Context: an optimization exercise on an open-source flow, tuned for small area, a short achievable clock period and few clock cycles per item. The choices shown serve that exercise and are no tape-out recipe.
At most, simulation tests tie the RTL to the original design; equivalence was not proved.
Power is estimated from default activity; no workload was simulated.

==> inputs of sierra <==
// power_calc
module power_calc (
    input  logic        clk,
    input  logic        rst,
    input  logic        in_valid,
    input  logic [19:0] in_data_1,
    input  logic [2:0]  in_data_2,
    output logic        busy,
    output logic        out_valid,
    output logic [59:0] out_data
);
==> module power_calc, before the edit <==
module power_calc (
    input  logic        clk,
    input  logic        rst,
    input  logic        in_valid,
    input  logic [19:0] in_data_1,
    input  logic [2:0]  in_data_2,
    output logic        busy,
    output logic        out_valid,
    output logic [59:0] out_data
);
    logic [19:0] b_r;        
    logic [9:0]  a_r;        
    logic [59:0] acc_r;      
    logic [19:0] cs_r;       
    logic [19:0] cc_r;       
    logic        ci_r;       
    logic [2:0]  j_r;        
    logic [2:0]  rem_r;      
    logic        act_r;      
    logic        first_r;    
    logic        small_r;    
    logic        kzero_r;    
    logic        stall_r;    
    logic        res_r;      
    logic        resfin_r;   
    logic [2:0]  rpos_r;     
    logic        ov_r;
    logic        gate_r;     
    logic [29:0] ts, tc;     
    logic [10:0] lo;         
    logic [19:0] rsum;       
    logic        gate;
    logic        last;
    logic        hi_zero;
    logic        run;
    logic        fin;
    logic        take;
    logic [9:0]  slot_nxt;   
    assign gate = gate_r;
    power_calc_csa u_csa (
        .a  (a_r),
        .b  (b_r),
        .cs (gate ? cs_r : 20'd0),
        .cc (gate ? cc_r : 20'd0),
        .ci (gate & ci_r),
        .s  (ts),
        .c  (tc)
    );
    assign lo   = {1'b0, ts[9:0]} + {1'b0, tc[9:0]};
    assign rsum = cs_r + cc_r + {19'd0, ci_r};
    always_comb begin
        case (j_r)
            3'd1:    hi_zero = ~|acc_r[59:20];
            3'd2:    hi_zero = ~|acc_r[59:30];
            3'd3:    hi_zero = ~|acc_r[59:40];
            default: hi_zero = 1'b1;
        endcase
        if (first_r) begin
            slot_nxt = b_r[19:10];
        end else if (res_r && rpos_r == 3'd1) begin
            slot_nxt = rsum[9:0];
        end else if (res_r && rpos_r == 3'd0) begin
            slot_nxt = rsum[19:10];
        end else begin
            case (j_r)
                3'd0:    slot_nxt = acc_r[19:10];
                3'd1:    slot_nxt = acc_r[29:20];
                3'd2:    slot_nxt = acc_r[39:30];
                default: slot_nxt = acc_r[49:40];
            endcase
        end
    end
    assign last = (j_r == 3'd0) ? ~|b_r[19:10] : (first_r | hi_zero);
    assign run  = act_r & ~stall_r & ~small_r;
    assign fin  = act_r & ~stall_r & (small_r | (last & (rem_r == 3'd1)));
    assign busy = act_r & ~fin;
    assign take = in_valid & ~busy;
    always_ff @(posedge clk) begin
        if (rst) begin
            act_r   <= 1'b0;
            ov_r    <= 1'b0;
            res_r   <= 1'b0;
            stall_r <= 1'b0;
        end else begin
            ov_r    <= res_r & resfin_r;
            res_r   <= act_r & ~stall_r & (small_r | last);
            stall_r <= run & last & (j_r == 3'd0) & (rem_r != 3'd1);
            if (fin) act_r <= 1'b0;
            if (take) act_r <= 1'b1;
        end
    end
    always_ff @(posedge clk) begin
        if (res_r) begin
            for (int i = 0; i < 6; i++) begin
                if (i == int'(rpos_r))     acc_r[10*i +: 10] <= rsum[9:0];
                if (i == int'(rpos_r) + 1) acc_r[10*i +: 10] <= rsum[19:10];
                if (i > int'(rpos_r) + 1)  acc_r[10*i +: 10] <= 10'd0;
            end
        end
        if (stall_r) begin
            a_r <= rsum[9:0];
        end
        if (act_r && !stall_r && small_r) begin
            cs_r     <= kzero_r ? 20'd1024 : b_r;
            cc_r     <= 20'd0;
            ci_r     <= 1'b0;
            rpos_r   <= 3'd0;
            resfin_r <= 1'b1;
        end
        if (run) begin
            for (int i = 0; i < 5; i++) begin
                if (j_r != 3'd0 && i == int'(j_r) - 1) acc_r[10*i +: 10] <= lo[9:0];
            end
            cs_r <= ts[29:10];
            cc_r <= tc[29:10];
            ci_r <= lo[10];
            if (!last) begin
                a_r    <= slot_nxt;
                j_r    <= j_r + 3'd1;
                gate_r <= 1'b1;
            end else begin
                if (j_r == 3'd1)      a_r <= lo[9:0];
                else if (j_r != 3'd0) a_r <= acc_r[9:0];
                j_r      <= 3'd0;
                gate_r   <= 1'b0;
                rpos_r   <= j_r;
                resfin_r <= (rem_r == 3'd1);
                rem_r    <= rem_r - 3'd1;
                first_r  <= 1'b0;
            end
        end
        if (take) begin
            b_r     <= in_data_1;
            a_r     <= in_data_1[9:0];
            j_r     <= 3'd0;
            gate_r  <= 1'b0;
            first_r <= 1'b1;
            small_r <= in_data_2 < 3'd2;
            kzero_r <= in_data_2 == 3'd0;
            rem_r   <= (in_data_2 > 3'd5) ? 3'd4 : in_data_2 - 3'd1;
        end
    end
    assign out_valid = ov_r;
    assign out_data  = acc_r;
endmodule
clock: 10.0 ns
lec_check: 0
cap_margin: 20
core_margin: 2
core_utilization: 40
setup_slack_margin: 4
slew_margin: 20
run.sh (not shown) runs the stock make flow with config.mk's settings and CLKGATE_MAP_FILE= SYNTH_SCRIPT=/design/flow/synth_recipe.tcl, a recipe that flattens the netlist after the stock synthesis.
==> ember (differences from sierra) <==
--- a/flow/design.v
+++ b/flow/design.v
@@ -22,3 +22,7 @@
     logic        kzero_r;    
+    logic        gate_r;     
     logic        stall_r;    
+    logic        bsmall_r;   
+    logic [2:0]  nlast_r;    
+    logic        busy_r;
     logic        res_r;      
@@ -27,3 +31,2 @@
     logic        ov_r;
-    logic        gate_r;     
     logic [29:0] ts, tc;     
@@ -31,5 +34,4 @@
     logic [19:0] rsum;       
-    logic        gate;
     logic        last;
-    logic        hi_zero;
+    logic        tcyc;       
     logic        run;
@@ -38,3 +40,2 @@
     logic [9:0]  slot_nxt;   
-    assign gate = gate_r;
     power_calc_csa u_csa (
@@ -42,5 +43,5 @@
         .b  (b_r),
-        .cs (gate ? cs_r : 20'd0),
-        .cc (gate ? cc_r : 20'd0),
-        .ci (gate & ci_r),
+        .cs (gate_r ? cs_r : 20'd0),
+        .cc (gate_r ? cc_r : 20'd0),
+        .ci (gate_r & ci_r),
         .s  (ts),
@@ -51,8 +52,2 @@
     always_comb begin
-        case (j_r)
-            3'd1:    hi_zero = ~|acc_r[59:20];
-            3'd2:    hi_zero = ~|acc_r[59:30];
-            3'd3:    hi_zero = ~|acc_r[59:40];
-            default: hi_zero = 1'b1;
-        endcase
         if (first_r) begin
@@ -72,7 +67,18 @@
     end
-    assign last = (j_r == 3'd0) ? ~|b_r[19:10] : (first_r | hi_zero);
-    assign run  = act_r & ~stall_r & ~small_r;
-    assign fin  = act_r & ~stall_r & (small_r | (last & (rem_r == 3'd1)));
-    assign busy = act_r & ~fin;
-    assign take = in_valid & ~busy;
+    assign last = (j_r == 3'd0) ? bsmall_r : (first_r | (j_r == nlast_r));
+    assign tcyc = act_r & ~stall_r;
+    assign run  = tcyc & ~small_r;
+    assign fin  = tcyc & (small_r | (last & (rem_r == 3'd1)));
+    assign take = in_valid & ~busy_r;
+    logic        act_nt, stall_nt, first_nt, last_nt, busy_nt, busy_new;
+    logic [2:0]  j_nt, rem_nt, nlast_nt;
+    assign act_nt   = act_r & ~fin;
+    assign stall_nt = run & last & (j_r == 3'd0) & (rem_r != 3'd1);
+    assign j_nt     = run ? (last ? 3'd0 : j_r + 3'd1) : j_r;
+    assign first_nt = first_r & ~(run & last);
+    assign rem_nt   = (run & last) ? rem_r - 3'd1 : rem_r;
+    assign nlast_nt = res_r ? rpos_r + {2'd0, |rsum[19:10]} : nlast_r;
+    assign last_nt  = (j_nt == 3'd0) ? bsmall_r : (first_nt | (j_nt == nlast_nt));
+    assign busy_nt  = act_nt & (stall_nt | ~last_nt | (rem_nt != 3'd1));
+    assign busy_new = ~((in_data_2 < 3'd2) | ((in_data_2 == 3'd2) & ~|in_data_1[19:10]));
     always_ff @(posedge clk) begin
@@ -83,8 +89,9 @@
             stall_r <= 1'b0;
+            busy_r  <= 1'b0;
         end else begin
             ov_r    <= res_r & resfin_r;
-            res_r   <= act_r & ~stall_r & (small_r | last);
-            stall_r <= run & last & (j_r == 3'd0) & (rem_r != 3'd1);
-            if (fin) act_r <= 1'b0;
-            if (take) act_r <= 1'b1;
+            res_r   <= tcyc & (small_r | last);
+            stall_r <= stall_nt;
+            act_r   <= take | act_nt;
+            busy_r  <= take ? busy_new : busy_nt;
         end
@@ -99,12 +106,3 @@
         end
-        if (stall_r) begin
-            a_r <= rsum[9:0];
-        end
-        if (act_r && !stall_r && small_r) begin
-            cs_r     <= kzero_r ? 20'd1024 : b_r;
-            cc_r     <= 20'd0;
-            ci_r     <= 1'b0;
-            rpos_r   <= 3'd0;
-            resfin_r <= 1'b1;
-        end
+        nlast_r <= nlast_nt;
         if (run) begin
@@ -113,31 +111,31 @@
             end
-            cs_r <= ts[29:10];
-            cc_r <= tc[29:10];
-            ci_r <= lo[10];
-            if (!last) begin
-                a_r    <= slot_nxt;
-                j_r    <= j_r + 3'd1;
-                gate_r <= 1'b1;
-            end else begin
-                if (j_r == 3'd1)      a_r <= lo[9:0];
-                else if (j_r != 3'd0) a_r <= acc_r[9:0];
-                j_r      <= 3'd0;
-                gate_r   <= 1'b0;
-                rpos_r   <= j_r;
-                resfin_r <= (rem_r == 3'd1);
-                rem_r    <= rem_r - 3'd1;
-                first_r  <= 1'b0;
-            end
         end
+        cs_r <= small_r ? (kzero_r ? 20'd1024 : b_r) : ts[29:10];
+        cc_r <= small_r ? 20'd0 : tc[29:10];
+        ci_r <= ~small_r & lo[10];
+        if (tcyc) begin
+            rpos_r   <= small_r ? 3'd0 : j_r;
+            resfin_r <= small_r | (rem_r == 3'd1);
+        end
+        a_r <= take                   ? in_data_1[9:0]
+             : (!stall_r && last && j_r == 3'd1) ? lo[9:0]
+             : stall_r                ? rsum[9:0]
+             : !last                  ? slot_nxt
+             :                          acc_r[9:0];
+        j_r     <= j_nt;
+        gate_r  <= (j_nt != 3'd0);
+        first_r <= first_nt;
+        rem_r   <= rem_nt;
         if (take) begin
-            b_r     <= in_data_1;
-            a_r     <= in_data_1[9:0];
-            j_r     <= 3'd0;
-            gate_r  <= 1'b0;
-            first_r <= 1'b1;
-            small_r <= in_data_2 < 3'd2;
-            kzero_r <= in_data_2 == 3'd0;
-            rem_r   <= (in_data_2 > 3'd5) ? 3'd4 : in_data_2 - 3'd1;
+            b_r      <= in_data_1;
+            bsmall_r <= ~|in_data_1[19:10];
+            j_r      <= 3'd0;
+            gate_r   <= 1'b0;
+            first_r  <= 1'b1;
+            small_r  <= in_data_2 < 3'd2;
+            kzero_r  <= in_data_2 == 3'd0;
+            rem_r    <= (in_data_2 > 3'd5) ? 3'd4 : in_data_2 - 3'd1;
         end
     end
+    assign busy      = busy_r;
     assign out_valid = ov_r;
==> flow/flow/run.sh (new file) <==
#!/bin/bash
# Standard layout, but with timing repair aiming past the 5 ns margin cap of config.mk.
set -euo pipefail
bash standard.sh SETUP_SLACK_MARGIN=6.0 finish > standard_flow.log 2>&1
==> flow/standard.sh (new file) <==
#!/bin/bash
# synth_recipe.tcl (not shown) runs the flow's synth.tcl, then flattens the netlist and writes it again
# the make line also repeats each setting of config.mk as NAME=value (left out here)
make -C /OpenROAD-flow-scripts/flow DESIGN_CONFIG=/design/flow/config.mk WORK_HOME=/design/flow/orfs CLKGATE_MAP_FILE= SYNTH_SCRIPT=/design/flow/synth_recipe.tcl "${@:-finish}"
Settings changed: SETUP_SLACK_MARGIN 4 to not set.
removed: flow/run.sh
==> impl_metrics.py <==
metrics = {
    "synth": {
        "postSynthAreaPerCell_sq_um": 8.50,
    },
    "status": {
        "status": "no timing/DRC/antenna violations",
    },
    "worst_setup_path": {
        "rr_worst_depth": 16,
        "rr_startpoint": "a_r[1]$_DFF_P_",
    },
    "power": {
        "swShare_pct": 53.1,
        "p_int_mw": 2.64,
        "p_per_area_mw_per_mm2": 316,
    },
    "sta": {
        "finalWorstPathRequiredPeriod_ns": 5.64,
    },
    "detailed_routing": {
        "wl_met1_um": 23200,
    },
}
(the above is from sierra)
==> impl_metrics.py <==
metrics = {
    "power": {
        "power_frac_comb_pct": 76.1,
        "p_int_mw": 3.74,
        "p_per_area_mw_per_mm2": 418,
        "swShare_pct": 50.8,
    },
    "status": {
        "status": "no timing/DRC/antenna violations",
    },
    "worst_setup_path": {
        "rr_startpoint": "gate_r$_SDFF_PP0_",
        "rr_worst_depth": 18,
        "critPathMaxFanout": 7,
    },
    "detailed_routing": {
        "wl_met1_um": 22200,
    },
    "sta": {
        "finalWorstPathRequiredPeriod_ns": 4.35,
    },
}
(the above is from ember)
Testbench counts of sierra, summed over its fixed seeds: cycles 11,737, items 1,920.
The RTL of ember was laid out without a check of its function.

port drivers added, routing unchanged:
The results above use ideal ports. As a check the final layouts listed here were re-extracted and re-timed, cells and wires unchanged. Step 1 sets driving cells, clkbuf_16 on the clock port and buf_2 on the other inputs (assumed; they add their load-dependent delay and slew). Step 2 moves the port delays by t, midway between the first and last clock arrival at a register: inputs arrive t later, outputs are due t later. That takes back most of the time a late clock gives input paths. Three values: ideal, step 1, step 2; two values: the first two.
| run | t (ns) | setup WS [ns] | worst register clock-pin slew, ns | worst data-port slew with drivers (ns) |
|---|---|---|---|---|
| sierra | 0.508 | 4.358 / 4.301 / 4.808 | 0.07 / 0.07 | 0.04 |
| ember | 0.506 | 5.648 / 5.648 / 5.648 | 0.08 / 0.08 | 0.03 |
After both steps every run listed still meets setup and hold.
